This is an optimization exercise on Yosys and OpenROAD, whose aim is small area, not a production implementation.
Only the layout flow was run in this run; the RTL was not checked for function there.
Power is estimated from default activity; no workload was simulated.

--- config.mk ---
export PLATFORM = sky130hd
export DESIGN_NAME = pic_alu_top
export DESIGN_NICKNAME = pic_alu_top
export VERILOG_FILES = /design/flow/design.v
export SDC_FILE = /design/flow/constraint.sdc
export NUM_CORES = 4
export LEC_CHECK = 0
export CAP_MARGIN = 20
export CORE_MARGIN = 2
export CORE_UTILIZATION = 40
export SLEW_MARGIN = 20
export SYNTH_HIERARCHICAL = 1
--- constraint.sdc ---
create_clock -name core_clock -period 5.0 [get_ports {clk}]
set_input_delay 1.0000 -clock core_clock [delete_from_list [all_inputs] [get_ports {clk}]]
set_output_delay 1.0000 -clock core_clock [all_outputs]
set_load 0.01 [all_outputs]
--- design.v ---
package pic_alu_pkg;
    typedef struct packed {
        logic [5:0]              op;
        logic                    d;      
        logic [7-1:0] f;
    } byte_fmt_t;
    typedef struct packed {
        logic [3:0]              op;
        logic [3-1:0]   b;
        logic [7-1:0] f;
    } bit_fmt_t;
    typedef struct packed {
        logic [5:0]             op;
        logic [8-1:0] k;
    } lit_fmt_t;
    typedef union packed {
        byte_fmt_t bytef;
        bit_fmt_t  bitf;
        lit_fmt_t  litf;
    } instr_t;
    typedef enum logic [4:0] {
        ALU_NOP,
        ALU_ADDWF,
        ALU_ANDWF,
        ALU_CLRF,
        ALU_CLRW,
        ALU_COMF,
        ALU_DECF,
        ALU_INCF,
        ALU_IORWF,
        ALU_MOVF,
        ALU_MOVWF,
        ALU_RLF,
        ALU_RRF,
        ALU_SUBWF,
        ALU_SWAPF,
        ALU_XORWF,
        ALU_BCF,
        ALU_BSF,
        ALU_MOVLW,
        ALU_ADDLW,
        ALU_SUBLW,
        ALU_ANDLW,
        ALU_IORLW,
        ALU_XORLW
    } alu_op_e;
    typedef struct packed {
        alu_op_e                 op;
        logic                    dest_f;   
        logic [7-1:0] addr;
        logic [8-1:0]  lit;      
        logic                    valid;
    } uop_t;
    typedef struct packed {
        uop_t                   uop;
        logic [8-1:0] operand;   
    } exec_t;
    typedef struct packed {
        logic z;
        logic dc;
        logic c;
    } status_t;
    typedef struct packed {
        logic                    en;
        logic [7-1:0] addr;
        logic [8-1:0]  data;
    } file_wr_t;
endpackage
`timescale 1ns/1ps
module file_regs (
    input  logic                     clk,
    input  logic                     rst_n,
    input  logic [7-1:0]  rd_addr,
    output logic [8-1:0]   rd_data,
    input  logic                     we,
    input  logic [7-1:0]  wr_addr,
    input  logic [8-1:0]   wr_data
);
    localparam int NG = 16;    
    localparam int NC = 8;     
    localparam int NT = (128 + 2) / 3;
    logic [8-1:0] s [128];
    logic [NG-1:0]          valid;
    logic                   phase;
    logic [NG-1:0]          wg;        
    logic [NC-1:0]          wc;        
    logic                   wvalid;    
    logic [NG-1:0]          b_g;       
    logic [8-1:0] c_b [NC];  
    logic [128-1:0] a_r;   
    logic [NG-1:0]          rg;
    logic [NC-1:0]          rc;
    logic [128-1:0] rsel;  
    logic [8-1:0] rn [NT];
    logic [8-1:0] raw;
    always_comb begin
        wg = '0;
        wg[wr_addr[6:3]] = 1'b1;
        wc = '0;
        wc[wr_addr[2:0]] = 1'b1;
        rg = '0;
        rg[rd_addr[6:3]] = 1'b1;
        rc = '0;
        rc[rd_addr[2:0]] = 1'b1;
    end
    assign wvalid = valid[wr_addr[6:3]];
    always_comb begin
        for (int g = 0; g < NG; g++) begin
            b_g[g] = !(we && wg[g]);
        end
        for (int c = 0; c < NC; c++) begin
            c_b[c] = wc[c] ? (wr_data ^ {8{phase}}) : {8{wvalid | phase}};
        end
        for (int i = 0; i < 128; i++) begin
            a_r[i] = we && wg[i / NC] && (wc[i % NC] || !valid[i / NC]);
            rsel[i] = rg[i / NC] && rc[i % NC];
        end
    end
    for (genvar i = 0; i < 128; i++) begin : g_row
        file_row u_row (
            .clk (clk),
            .a   (a_r[i]),
            .b   (b_g[i / NC]),
            .c   (c_b[i % NC]),
            .q   (s[i])
        );
    end
    always_ff @(posedge clk or negedge rst_n) begin
        if (!rst_n) begin
            phase <= 1'b0;
            valid <= '0;
        end else begin
            phase <= ~phase;
            if (we) begin
                valid <= valid | wg;
            end
        end
    end
    for (genvar t = 0; t < NT - 1; t++) begin : g_rd
        file_rd3 u_rd (
            .r  (rsel[3*t+2:3*t]),
            .q0 (s[3*t]),
            .q1 (s[3*t+1]),
            .q2 (s[3*t+2]),
            .n  (rn[t])
        );
    end
    assign rn[NT-1] = ~((s[128-2] & {8{rsel[128-2]}})
                      | (s[128-1] & {8{rsel[128-1]}}));
    always_comb begin
        raw = '1;
        for (int t = 0; t < NT; t++) begin
            raw = raw & rn[t];
        end
        raw = ~raw;
    end
    assign rd_data = valid[rd_addr[6:3]] ? (raw ^ {8{phase}}) : '0;
endmodule
module file_row (
    input  logic                    clk,
    input  logic                    a,
    input  logic                    b,
    input  logic [8-1:0]  c,
    output logic [8-1:0]  q
);
    always_ff @(posedge clk) begin
        q <= ~((q | {8{a}}) & ({8{b}} | c));
    end
endmodule
module file_rd3 (
    input  logic [2:0]              r,
    input  logic [8-1:0]  q0,
    input  logic [8-1:0]  q1,
    input  logic [8-1:0]  q2,
    output logic [8-1:0]  n
);
    assign n = ~((q0 & {8{r[0]}}) | (q1 & {8{r[1]}}) | (q2 & {8{r[2]}}));
endmodule
`timescale 1ns/1ps
module pic_alu_top (
    input  logic                    clk,
    input  logic                    rst_n,
    input  pic_alu_pkg::instr_t     instr,
    input  logic                    instr_valid,
    output logic [8-1:0]  w,
    output pic_alu_pkg::status_t    status,
    output logic                    retired
);
    logic [13:0]            iq;            
    logic                   iv;
    logic [13:0]            xq;            
    logic                   xv;
    logic [8-1:0] oq;            
    logic [8-1:0] w_e;
    logic [2:0]             st_e;          
    logic                   r_e;
    logic [8-1:0] rd_data;
    logic                   wr_en;
    logic [5:0]             op;
    logic                   d;
    logic [8-1:0] k;
    logic [8-1:0] fv;
    logic [8-1:0] x;
    logic [8-1:0] bm;
    logic                   is_lit, is_add, is_sub, is_inc, is_dec;
    logic                   use_w, inv_b, cin;
    logic [8-1:0] add_b;
    logic [8:0]   sum;
    logic [4:0]             nib;
    logic [8-1:0] result;
    logic                   act, dest_f, upd_z, upd_c, upd_dc;
    logic                   new_c;
    always_ff @(posedge clk) begin
        iq <= instr;   
        xq <= iq;
        oq <= (wr_en && (xq[6:0] == iq[6:0])) ? result : rd_data;
    end
    assign op = xq[13:8];
    assign d  = xq[7];
    assign k  = xq[7:0];
    assign fv = oq;
    assign wr_en = xv && act && dest_f;
    file_regs u_file (
        .clk     (clk),
        .rst_n   (rst_n),
        .rd_addr (iq[6:0]),
        .rd_data (rd_data),
        .we      (wr_en),
        .wr_addr (xq[6:0]),
        .wr_data (result)
    );
    assign is_lit = (op[5:4] == 2'b11);
    assign x      = is_lit ? k : fv;
    assign is_add = (op == 6'b000111) || (op[5:1] == 5'b11111);
    assign is_sub = (op == 6'b000010) || (op[5:1] == 5'b11110);
    assign is_inc = (op == 6'b001010);
    assign is_dec = (op == 6'b000011);
    assign use_w  = is_add || is_sub;
    assign inv_b  = is_sub || is_dec;
    assign cin    = is_sub || is_inc;
    assign add_b  = (use_w ? w_e : '0) ^ {8{inv_b}};
    assign sum    = {1'b0, x} + {1'b0, add_b} + {{8{1'b0}}, cin};
    assign nib    = {1'b0, x[3:0]} + {1'b0, add_b[3:0]} + {4'd0, cin};
    always_comb begin
        bm = '0;
        bm[xq[9:7]] = 1'b1;
    end
    always_comb begin
        result = fv;
        act    = 1'b1;
        dest_f = d;
        upd_z  = 1'b0;
        upd_c  = 1'b0;
        upd_dc = 1'b0;
        new_c  = sum[8];
        casez (op)
            6'b000000: begin act = d; result = w_e; end                  
            6'b000001: begin result = '0; upd_z = 1'b1; end             
            6'b000010, 6'b000111, 6'b000011, 6'b001010: begin           
                result = sum[8-1:0];
                upd_z  = 1'b1;
                upd_c  = use_w;
                upd_dc = use_w;
            end
            6'b000100: begin result = w_e | fv; upd_z = 1'b1; end       
            6'b000101: begin result = w_e & fv; upd_z = 1'b1; end       
            6'b000110: begin result = w_e ^ fv; upd_z = 1'b1; end       
            6'b001000: begin result = fv; upd_z = 1'b1; end             
            6'b001001: begin result = ~fv; upd_z = 1'b1; end            
            6'b001100: begin                                            
                result = {st_e[0], fv[7:1]};
                upd_c  = 1'b1;
                new_c  = fv[0];
            end
            6'b001101: begin                                            
                result = {fv[6:0], st_e[0]};
                upd_c  = 1'b1;
                new_c  = fv[7];
            end
            6'b001110: result = {fv[3:0], fv[7:4]};                     
            6'b0100??: begin result = fv & ~bm; dest_f = 1'b1; end      
            6'b0101??: begin result = fv | bm;  dest_f = 1'b1; end      
            6'b1100??: begin result = k; dest_f = 1'b0; end             
            6'b11111?, 6'b11110?: begin                                 
                result = sum[8-1:0];
                dest_f = 1'b0;
                upd_z  = 1'b1;
                upd_c  = 1'b1;
                upd_dc = 1'b1;
            end
            6'b111000: begin result = w_e | k; dest_f = 1'b0; upd_z = 1'b1; end   
            6'b111001: begin result = w_e & k; dest_f = 1'b0; upd_z = 1'b1; end   
            6'b111010: begin result = w_e ^ k; dest_f = 1'b0; upd_z = 1'b1; end   
            default: act = 1'b0;                                        
        endcase
    end
    always_ff @(posedge clk or negedge rst_n) begin
        if (!rst_n) begin
            iv      <= 1'b0;
            xv      <= 1'b0;
            w_e     <= '0;
            st_e    <= '0;
            r_e     <= 1'b0;
            w       <= '0;
            status  <= '0;
            retired <= 1'b0;
        end else begin
            iv <= instr_valid;
            xv <= iv;
            if (xv && act) begin
                if (!dest_f) w_e <= result;
                if (upd_z)  st_e[2] <= (result == '0);
                if (upd_dc) st_e[1] <= nib[4];
                if (upd_c)  st_e[0] <= new_c;
            end
            r_e     <= xv;
            w       <= w_e;
            status  <= st_e;
            retired <= r_e;
        end
    end
endmodule
--- flow/run.sh ---
#!/bin/bash
# Layout flow: the standard flow, except that synthesis maps with ABC's
# speed script minus its final buffering and gate sizing steps. In a
# hierarchical synthesis those steps size every small module as if its own
# paths were critical; the placement and CTS repair steps size gates instead.
set -euo pipefail
W=$PWD

# ABC script: abc_speed.script without "buffer -c; topo; stime -c; upsize -c; dnsize -c"
grep -v -E '^(buffer|topo|stime|upsize|dnsize)' "$FLOW_HOME/scripts/abc_speed.script" > "$W/abc_nosize.script"

# ORFS synth.tcl calling ABC with that script, all other arguments kept
sed 's|log_cmd abc {\*}\$abc_args|log_cmd abc -script $::env(MY_ABC_SCRIPT) {*}[lrange $abc_args 2 end]|' \
    "$FLOW_HOME/scripts/synth.tcl" > "$W/synth_nosize.tcl"
grep -q 'MY_ABC_SCRIPT' "$W/synth_nosize.tcl"

# The standard flow's synthesis wrapper (nofsm, noshare, flatten, rename) around it
sed "s|source \$::env(SCRIPTS_DIR)/synth.tcl|source $W/synth_nosize.tcl|" synth_recipe.tcl > "$W/synth_recipe_nosize.tcl"
grep -q 'synth_nosize.tcl' "$W/synth_recipe_nosize.tcl"

# The standard.sh with that synthesis script
sed "s|SYNTH_SCRIPT=[^ ]*|SYNTH_SCRIPT=$W/synth_recipe_nosize.tcl|" standard.sh > "$W/standard_nosize.sh"
grep -q 'synth_recipe_nosize.tcl' "$W/standard_nosize.sh"

export MY_ABC_SCRIPT="$W/abc_nosize.script"
bash "$W/standard_nosize.sh" finish > "$W/flow_make.log" 2>&1
--- standard.sh ---
#!/bin/bash
# synth_recipe.tcl (not shown) runs the flow's synth.tcl, then flattens the netlist and writes it again
# the make line also repeats each setting of config.mk as NAME=value (left out here)
make -C /OpenROAD-flow-scripts/flow DESIGN_CONFIG=/design/flow/config.mk WORK_HOME=/design/flow/orfs CLKGATE_MAP_FILE= SYNTH_SCRIPT=/design/flow/synth_recipe.tcl "${@:-finish}"
==> results.txt <==
-- worst max-delay path, cell delays in order (launching register included) --
cell      delay (ps)
dfxtp_1          470
clkinv_1         190
ha_1             340
nand2b_1         230
o32ai_1          110
nand2_1          450
nor2_1           300
a222oi_1         960
nand4_1          320
or4_1            710
a2111o_1         430
o211a_1          130
mux2_1           280
-- metal layers --
metal  up-vias  GRT usage  routed length (µm)
met5         -          0                  23
met4         4      0.195               11400
met3       611      0.114               25400
met2      3045      0.512               75200
met1     18700      0.475               69700
li1      15900          -                   -
-- layout make-up --
class	instances	share of cell area
Sequential cell	1103	0.473
Multi-Input combinational cell	2359	0.353
Clock buffer	164	0.0691
Timing Repair Buffer	302	0.0599
Tap cell	1265	0.0336
Clock inverter	37	0.00919
Inverter	26	0.00207
Antenna cell	1	0.0000531
-- per-stage QoR --
stage	instance area [µm²]	cells
floorplan	38300	3488
global placement	43400	5055
detailed placement	43400	5055
CTS	47100	5256
global route	47100	5256
finish	47100	5257
-- Yosys stat by module, one instance, submodules excluded --
module,cell area [µm²],cells inside,flip-flops and latches,times used
file_rd3,80.1,8,0,42
file_regs,4170,688,17,1
file_row,210,16,8,128
pic_alu_top,3790,416,62,1
-- final timing paths --
path                       depth (start not counted)     startpoint                           end
min                                                0  iq[8]$_DFF_P_                 xq[8]$_DFF_P_
min in group asynchronous                          2          rst_n                 r_e$_DFF_PN0_
max reg2reg                                       12  iq[3]$_DFF_P_                 oq[6]$_DFF_P_
max                                               12  iq[3]$_DFF_P_                 oq[6]$_DFF_P_
min reg2reg                                        0  iq[8]$_DFF_P_                 xq[8]$_DFF_P_
max in group asynchronous                          2          rst_n  u_file.valid[12]$_DFFE_PN0P_
-- kinds of logic after synthesis --
logic type,share of synthesized area
compound gates,0.314
xor+xnor,0.00871
fa+ha+maj,0.00923
buf+inv,0.00255
flops,0.583
mux,0.0154
simple gates,0.0666
-- where the power goes --
part           internal (µW)  switching [µW]
sequential             10300            1040
combinational           1060            1270
clock                   4900            3600
-- repair_timing --
| action | in CTS | in global routing |
|---|---|---|
| resized for setup | 0 | 2 |
| endpoints found under the setup margin | 0 | 15 |
| setup buffers | 0 | 0 |
-- cells in the mapped netlist (7+ instances only) --
master / instances
dfxtp_1: 1060
o22ai_1: 1032
a222oi_1: 337
a21oi_1: 206
nor2_1: 179
nand4_1: 89
nand2_1: 86
o21ai_0: 45
dfrtp_1: 43
nand3_1: 41
nand2b_1: 31
clkinv_1: 26
mux2_1: 26
ha_1: 25
nor3_1: 21
xnor2_1: 21
xor2_1: 17
a22oi_1: 15
mux2i_1: 14
nor4_1: 13
a211oi_1: 10
and2_0: 10
nor2b_1: 9
o211ai_1: 8
o21a_1: 8
mux4_2: 7
nand3b_1: 7
o31ai_1: 7
or4_1: 7
-- flip-flops by register name (all words and copies together) (netlist names) --
register              count
st_e                      3
xv                        1
iq                       14
r_e                       1
status                    3
xq                       14
oq                        8
u_file.g_row.u_row.q   1024
u_file.valid             16
w_e                       8
w                         8
retired                   1
u_file.phase              1
iv                        1
==> metrics.yaml <==
yosys:
  ys_types: 61
  synthFlopType: "dfxtp_1"
  syn_nets: 3532
  synth_area_leaders: "dfxtp_1, o22ai_1, a222oi_1"
  syn-cell-area_um2: 38200
  yosysSeqAreaShare: 0.583
  synth.top_cell.area_share: 0.555
  synth_warnings: 14
  ys_async_sr_fraction: 0.0390
  syn_inst: 3488
  ys_seq_elements: 1103
  syn_avg_cell_area_um2: 11.0
  post-synth-top-area-cell: "dfxtp_1"
  synth_edf_count: 0
global_route:
  grtUsageTotal: 0.357
  overflow: 0
  antenna_found_initial: 4
  grt_first_pass_wirelength_um: 257000
  grt_max_degree: 44
  grt_pass1_vias: 35300
place:
  gp_congestion: 1.04
  place_ws_ps: 195
  dpl.hpwl_um: 122000
  io_buffers: 28
layout:
  final_cell_mix: "dfxtp_1, o22ai_1, a222oi_1"
  finalCoreUtilization: 0.497
  fillCellCount: 8620
  drive_gt1_frac: 0.138
  register_area_um2: 22300
  multi_input_area_um2: 16600
  final_common_cell: "dfxtp_1"
  final_nets: 3945
  syn_to_final_growth_pct: 23.3
sta:
  min_period_over_period: 1.02
  tns_ps: -77.4
  slew_headroom: 0.226
  whs_ps: 336
  fmax_ghz: 0.197
  rsz0062_at_grt: "no"
  setup_viol: 1
  tightest_slew_ps: 1160
  clock_skew_ps: 44.2
  setup_slack_ps: -77.4
  final_hold_viol_count: 0
  fin_crit_ps: 5080
  maxSlewViolCount: 0
status:
  status: "complete, but fails checks"
  check-failures: "setup timing"
floorplan:
  core_um2: 94900
  boundaryPins: 29
  start_util: 0.403
  core.rowCount: 113
  die-area_um2: 98100
  dieHeight_um: 313
  die_w_um: 313
pwr:
  p_per_area_nw_per_um2: 469
  ir_drop_uv: 283
  total_power_uw: 22100
  p_leak_uw: 0.0175
route:
  drtAntennaViolNets: 0
  detail_route.wl_per_cell_um: 34.6
  drt-total-wl_um: 182000
  vias_per_cell: 7.27
  drc: 0
  vias: 38200
  drt_iter0_drc: 8382
  dr.pass1.iters: 11
cts:
  clk_latency_ps: 720
  cts-htree-levels: 3
  clk_pin_slew_worst_paths_ps: 70
  cts.sinks: 1103
  cts_buffers: 109
  hold_buffers: 0
  cts-root-buf: "clkbuf_16"
  clockBufferDepth: 3
  tritoncts: "done"
critical_path:
  crit_required_ps: 5600
  crit_path_start_kind: "register"
  worstSetupEndpointType: "register"
  r2r_setup_slack_ps: -80
  worstPathArrival_ps: 5670
  critPathKind: "reg -> reg"
  cp_max_fo: 9
min_path:
  min_path_type: "reg -> reg"
flow_run:
  drv_cap: 0

## re-timing with driven ports
The results above use ideal ports. As a check the final layout listed here was re-extracted and re-timed, cells and wires unchanged.
Step 1, drivers: a clkbuf_16 drives clk and a buf_2 each remaining input, both assumed.
Step 2, shift: input delay + t, output delay - t, t = (earliest + latest rising clock arrival at the registers) / 2. This alone moves slack from input paths to output paths.
Slacks: ideal / step 1 / step 2; pairs: ideal / step 1.
shift t [ns]: 0.770
setup WS [ns]: -0.077 / -0.077 / -0.077
latest minus earliest clock arrival (ns): 0.046 / 0.046
The setup slack of this run moves by 0.000 ns with the drivers and by 0.000 ns with both steps.
